From an optimization exercise on the open Yosys and OpenROAD flow, aimed at small area and a short achievable clock period; shortcuts taken in it are not production practice. Only simulation tests tie the RTL to the original design; equivalence was not proved.

## md_unit
module md_unit #(
  parameter int WIDTH       = 32,
  parameter int MULT_CYCLES = 5,
  parameter int DIV_CYCLES  = 10
) (
  input  logic             clk,
  input  logic             reset,
  input  logic             start,
  input  logic [2:0]       op,
  input  logic [WIDTH-1:0] a,
  input  logic [WIDTH-1:0] b,
  input  logic             hi_we,
  input  logic             lo_we,
  input  logic             cancel,
  output logic [WIDTH-1:0] hi,
  output logic [WIDTH-1:0] lo,
  output logic             busy,
  output logic             done
);
==> module md_unit, before the edit <==
module md_unit #(
  parameter int WIDTH       = 32,
  parameter int MULT_CYCLES = 5,
  parameter int DIV_CYCLES  = 10
) (
  input  logic             clk,
  input  logic             reset,
  input  logic             start,
  input  logic [2:0]       op,
  input  logic [WIDTH-1:0] a,
  input  logic [WIDTH-1:0] b,
  input  logic             hi_we,
  input  logic             lo_we,
  input  logic             cancel,
  output logic [WIDTH-1:0] hi,
  output logic [WIDTH-1:0] lo,
  output logic             busy,
  output logic             done
);
  localparam int W = 35;
  logic        busy_q, done_q;
  logic [3:0]  cnt_q;
  logic [2:0]  op_q;
  logic        aneg_q, bprev_q;
  logic [31:0] A_q;
  logic [35:0] L_q;
  logic [W-1:0] U_q;
  logic [31:0] hi_q, lo_q;
  wire idle   = ~busy_q;
  logic is_div;
  wire is_mul = ~is_div;
  wire sgn    = ~op_q[0];
  wire acc    = op_q[2];
  wire sub    = op_q[2] & op_q[1];
  wire m5     = is_mul & (cnt_q == 4'd4);
  wire d10    = is_div & (cnt_q == 4'd9);
  wire last   = is_div ? (cnt_q == 4'd9) : (cnt_q == 4'd4);
  wire        dneg = sgn & A_q[31];
  wire [W-1:0] Ax  = {{(W-32){sgn & A_q[31]}}, A_q};
  function automatic logic [W-1:0] add_bk(input logic [W-1:0] x, input logic [W-1:0] y,
                                          input logic ci);
    logic [W:0] g, p;
    g = {x & y, ci};
    p = {x ^ y, 1'b0};
    for (int l = 1; l < 64; l = l * 2)
      for (int i = 2 * l - 1; i <= W; i = i + 2 * l) begin
        g[i] = g[i] | (p[i] & g[i-l]);
        p[i] = p[i] & p[i-l];
      end
    for (int l = 32; l >= 1; l = l / 2)
      for (int i = 3 * l - 1; i <= W; i = i + 2 * l) begin
        g[i] = g[i] | (p[i] & g[i-l]);
        p[i] = p[i] & p[i-l];
      end
    add_bk = (x ^ y) ^ g[W-1:0];
  endfunction
  logic [W-1:0] X [0:3];
  logic [W-1:0] Y [0:3];
  logic [W-1:0] S [0:3];
  logic [3:0]   cin, q;
  logic [1:0]   s2;
  logic         c2;
  always_comb begin
    for (int r = 0; r < 4; r++) begin
      logic b2, b1, b0, p1, p2, ph, ng;
      logic [W-1:0] pre;
      if (r == 0)      X[0] = {U_q[W-1:1], U_q[0] & ~d10};
      else if (is_div) X[r] = {S[r-1][W-2:0], L_q[35-r]};
      else             X[r] = {{2{S[r-1][W-1]}}, S[r-1][W-1:2]};
      b2 = L_q[2*r+1];
      b1 = L_q[2*r];
      b0 = (r == 0) ? bprev_q : L_q[2*r-1];
      ph = 1'b0;
      if (is_div) begin
        p1 = ~(d10 & (r == 0));
        p2 = d10 & (r == 0);
        ng = ~(dneg ^ X[r][W-1]);    
      end else if (m5 && r != 0) begin
        p1 = 1'b0;
        p2 = 1'b0;
        ph = (r == 1) & acc;
        ng = 1'b0;
      end else begin
        p1 = b1 ^ b0;
        p2 = (b2 & ~b1 & ~b0) | (~b2 & b1 & b0);
        ng = b2 ^ sub;
      end
      pre = ({W{p1}} & Ax) | ({W{p2}} & {Ax[W-2:0], 1'b0});
      if (r == 1) pre = pre | ({W{ph}} & {5'd0, hi_q[31:2]});
      Y[r]   = pre ^ {W{ng}};
      cin[r] = (m5 && r == 1) ? c2 : ng;
      S[r] = add_bk(X[r], Y[r], cin[r]);
      q[r] = ~S[r][W-1] ^ aneg_q;
      if (r == 0) {c2, s2} = {1'b0, S[0][1:0]} + {1'b0, {2{acc}} & hi_q[1:0]};
    end
  end
  wire        x0n   = X[0][W-1];
  wire        use_s = x0n ^ aneg_q;
  wire        exact = aneg_q & (x0n ? ~|S[0] : ~|X[0]);
  wire [W-1:0] vc   = use_s ? S[0] : X[0];
  function automatic logic [31:0] cinc(input logic [31:0] x, input logic c0);
    logic c;
    c = c0;
    for (int k = 0; k < 32; k++) begin
      cinc[k] = x[k] ^ c;
      c       = x[k] & c;
    end
  endfunction
  wire        d_nz = |A_q;
  wire        negq = (aneg_q ^ dneg) & d_nz;
  wire [31:0] d_lo = cinc(L_q[31:0], exact ^ negq);
  wire [31:0] d_hi = vc[32:1] & {32{~exact}};
  wire [31:0] m_hi = {S[1][29:0], s2};
  wire [31:0] m_lo = L_q[35:4];
  wire finish = busy_q & ~cancel & last;
  wire aneg_in = a[31] & ~op[0];
  always_ff @(posedge clk or negedge reset) begin
    if (!reset) begin
      busy_q <= 1'b0;
      done_q <= 1'b0;
      hi_q   <= '0;
      lo_q   <= '0;
    end else begin
      done_q <= finish;
      if (idle) busy_q <= start;
      else if (cancel | last) busy_q <= 1'b0;
      if (idle) begin
        if (!start && hi_we) hi_q <= a;
        if (!start && lo_we) lo_q <= a;
      end else if (finish) begin
        hi_q <= is_div ? d_hi : m_hi;
        lo_q <= is_div ? d_lo : m_lo;
      end
    end
  end
  always_ff @(posedge clk) begin
    if (idle) begin
      cnt_q   <= 4'd0;
      op_q    <= op;
      is_div  <= ~op[2] & op[1];
      A_q     <= b;
      L_q     <= {{4{aneg_in}}, a};
      U_q     <= op[2] ? {{(W-32){1'b0}}, lo_q} : {W{aneg_in & op[1]}};
      aneg_q  <= aneg_in;
      bprev_q <= 1'b0;
    end else begin
      cnt_q   <= cnt_q + 4'd1;
      bprev_q <= L_q[7];
      if (is_div) begin
        L_q <= {L_q[31:0], {q[0], q[1], q[2], q[3]} ^ {4{negq}}};
        U_q <= {S[3][W-2:0], L_q[31]};
      end else begin
        L_q <= {S[3][1:0], S[2][1:0], S[1][1:0], S[0][1:0], L_q[35:8]};
        U_q <= {{2{S[3][W-1]}}, S[3][W-1:2]};
      end
    end
  end
  assign hi   = hi_q;
  assign lo   = lo_q;
  assign busy = busy_q;
  assign done = done_q;
endmodule
export LEC_CHECK = 0
export ABC_AREA = 1
export CAP_MARGIN = 20
export CORE_MARGIN = 2
export CORE_UTILIZATION = 40
export SLEW_MARGIN = 20
create_clock -name core_clock -period 80.0 [get_ports {clk}]
standard.sh (not shown) runs the stock make flow with config.mk's settings and CLKGATE_MAP_FILE= SYNTH_SCRIPT=/design/flow/synth_recipe.tcl, a recipe that flattens the netlist after the stock synthesis.
==> flow/flow/run.sh <==
#!/bin/bash
set -e
export BUFFER_PORTS_ARGS="-buffer_cell sky130_fd_sc_hd__buf_1"
bash standard.sh > standard.log 2>&1
Rerun with:
--- a/flow/design.v
+++ b/flow/design.v
@@ -24,20 +24,18 @@
   logic        aneg_q, bprev_q;
   logic [31:0] A_q;
   logic [35:0] L_q;
   logic [W-1:0] U_q;
   logic [31:0] hi_q, lo_q;
   wire idle   = ~busy_q;
-  logic is_div;
-  wire is_mul = ~is_div;
+  logic is_div, is_mul;
+  logic m5, d10;    
   wire sgn    = ~op_q[0];
   wire acc    = op_q[2];
   wire sub    = op_q[2] & op_q[1];
-  wire m5     = is_mul & (cnt_q == 4'd4);
-  wire d10    = is_div & (cnt_q == 4'd9);
-  wire last   = is_div ? (cnt_q == 4'd9) : (cnt_q == 4'd4);
+  wire last   = m5 | d10;
   wire        dneg = sgn & A_q[31];
   wire [W-1:0] Ax  = {{(W-32){sgn & A_q[31]}}, A_q};
   function automatic logic [W-1:0] add_bk(input logic [W-1:0] x, input logic [W-1:0] y,
                                           input logic ci);
     logic [W:0] g, p;
     g = {x & y, ci};
@@ -62,16 +60,16 @@
   logic         c2;
   always_comb begin
     for (int r = 0; r < 4; r++) begin
       logic b2, b1, b0, p1, p2, ph, ng;
       logic [W-1:0] pre;
       if (r == 0)      X[0] = {U_q[W-1:1], U_q[0] & ~d10};
-      else if (is_div) X[r] = {S[r-1][W-2:0], L_q[35-r]};
+      else if (!is_mul) X[r] = {S[r-1][W-2:0], L_q[35-r]};
       else             X[r] = {{2{S[r-1][W-1]}}, S[r-1][W-1:2]};
-      b2 = L_q[2*r+1];
-      b1 = L_q[2*r];
+      b2 = (r == 0 && m5) ? L_q[33] : L_q[2*r+1];    
+      b1 = (r == 0 && m5) ? L_q[32] : L_q[2*r];
       b0 = (r == 0) ? bprev_q : L_q[2*r-1];
       ph = 1'b0;
       if (is_div) begin
         p1 = ~(d10 & (r == 0));
         p2 = d10 & (r == 0);
         ng = ~(dneg ^ X[r][W-1]);    
@@ -105,55 +103,68 @@
       cinc[k] = x[k] ^ c;
       c       = x[k] & c;
     end
   endfunction
   wire        d_nz = |A_q;
   wire        negq = (aneg_q ^ dneg) & d_nz;
-  wire [31:0] d_lo = cinc(L_q[31:0], exact ^ negq);
+  wire [31:0] lo_r = cinc(L_q[31:0], is_div & (exact ^ negq));
   wire [31:0] d_hi = vc[32:1] & {32{~exact}};
   wire [31:0] m_hi = {S[1][29:0], s2};
-  wire [31:0] m_lo = L_q[35:4];
   wire finish = busy_q & ~cancel & last;
   wire aneg_in = a[31] & ~op[0];
+  logic [31:0] hi_t, lo_t;
+  always_comb begin
+    if (idle) begin
+      hi_t = (!start && hi_we) ? a : hi_q;
+      lo_t = (!start && lo_we) ? a : lo_q;
+    end else if (last) begin
+      hi_t = is_mul ? m_hi : d_hi;
+      lo_t = lo_r;
+    end else begin
+      hi_t = hi_q;
+      lo_t = lo_q;
+    end
+  end
+  wire hold = busy_q & cancel;
   always_ff @(posedge clk or negedge reset) begin
     if (!reset) begin
       busy_q <= 1'b0;
       done_q <= 1'b0;
       hi_q   <= '0;
       lo_q   <= '0;
     end else begin
       done_q <= finish;
       if (idle) busy_q <= start;
       else if (cancel | last) busy_q <= 1'b0;
-      if (idle) begin
-        if (!start && hi_we) hi_q <= a;
-        if (!start && lo_we) lo_q <= a;
-      end else if (finish) begin
-        hi_q <= is_div ? d_hi : m_hi;
-        lo_q <= is_div ? d_lo : m_lo;
-      end
+      hi_q <= hold ? hi_q : hi_t;
+      lo_q <= hold ? lo_q : lo_t;
     end
   end
   always_ff @(posedge clk) begin
     if (idle) begin
       cnt_q   <= 4'd0;
       op_q    <= op;
       is_div  <= ~op[2] & op[1];
+      is_mul  <= op[2] | ~op[1];
+      m5      <= 1'b0;
+      d10     <= 1'b0;
       A_q     <= b;
       L_q     <= {{4{aneg_in}}, a};
       U_q     <= op[2] ? {{(W-32){1'b0}}, lo_q} : {W{aneg_in & op[1]}};
       aneg_q  <= aneg_in;
       bprev_q <= 1'b0;
     end else begin
       cnt_q   <= cnt_q + 4'd1;
+      m5      <= ~is_div & (cnt_q == 4'd3);
+      d10     <= is_div & (cnt_q == 4'd8);
       bprev_q <= L_q[7];
-      if (is_div) begin
+      if (!is_mul) begin
         L_q <= {L_q[31:0], {q[0], q[1], q[2], q[3]} ^ {4{negq}}};
         U_q <= {S[3][W-2:0], L_q[31]};
       end else begin
-        L_q <= {S[3][1:0], S[2][1:0], S[1][1:0], S[0][1:0], L_q[35:8]};
+        L_q <= {L_q[35:32], S[3][1:0], S[2][1:0], S[1][1:0], S[0][1:0], L_q[31:8]};
         U_q <= {{2{S[3][W-1]}}, S[3][W-1:2]};
       end
     end
   end
   assign hi   = hi_q;
   assign lo   = lo_q;
Result: The changed run ran to the end with no violations. Routed wire length is lower by 0.40%. Count of clock-buffer cells in the layout is higher by 3. Via count is lower by 4.0%. Non-clock buffer count is higher by 6. Synthesized cell count is lower by 5.9%. Sequential share of layout area is higher by 0.95 points. Worst setup slack got worse by 2.6 ns. Die area is lower by 2.5%. Cell count is lower by about 4.7%. Design area is lower by about 2.4%. Critical path depth is higher by 38. Global-route usage is higher by 0.41 points. Core utilization barely changes.

-- static timing again, ports no longer ideal --
How much do the figures lean on ideal ports? The routed layouts below were timed once more, with nothing changed but the port constraints. Step 1, drivers: a clkbuf_16 drives clk and a buf_2 each remaining input, both assumed. Step 2 times the ports against the registers' clock, not the clock port: input delays grow and output delays shrink by t, the midpoint of the rising clock arrivals with the driver on. a / b / c = ideal ports / drivers / drivers and shift; a / b = the first two.
| run | shift t [ns] | slack for setup (ns) | worst slew at a driven data input, ns | cell pins on the clock port's net |
|---|---|---|---|---|
| the first run | 0.544 | 62.422 / 62.422 / 61.951 | 0.04 | 1 |
| the second run | 0.538 | 59.780 / 59.780 / 59.780 | 0.05 | 1 |
After both steps setup and hold are still met in every run listed. For the first run, which loses most, drivers alone change the setup slack by 0.000 ns; drivers and shift together by -0.471 ns.
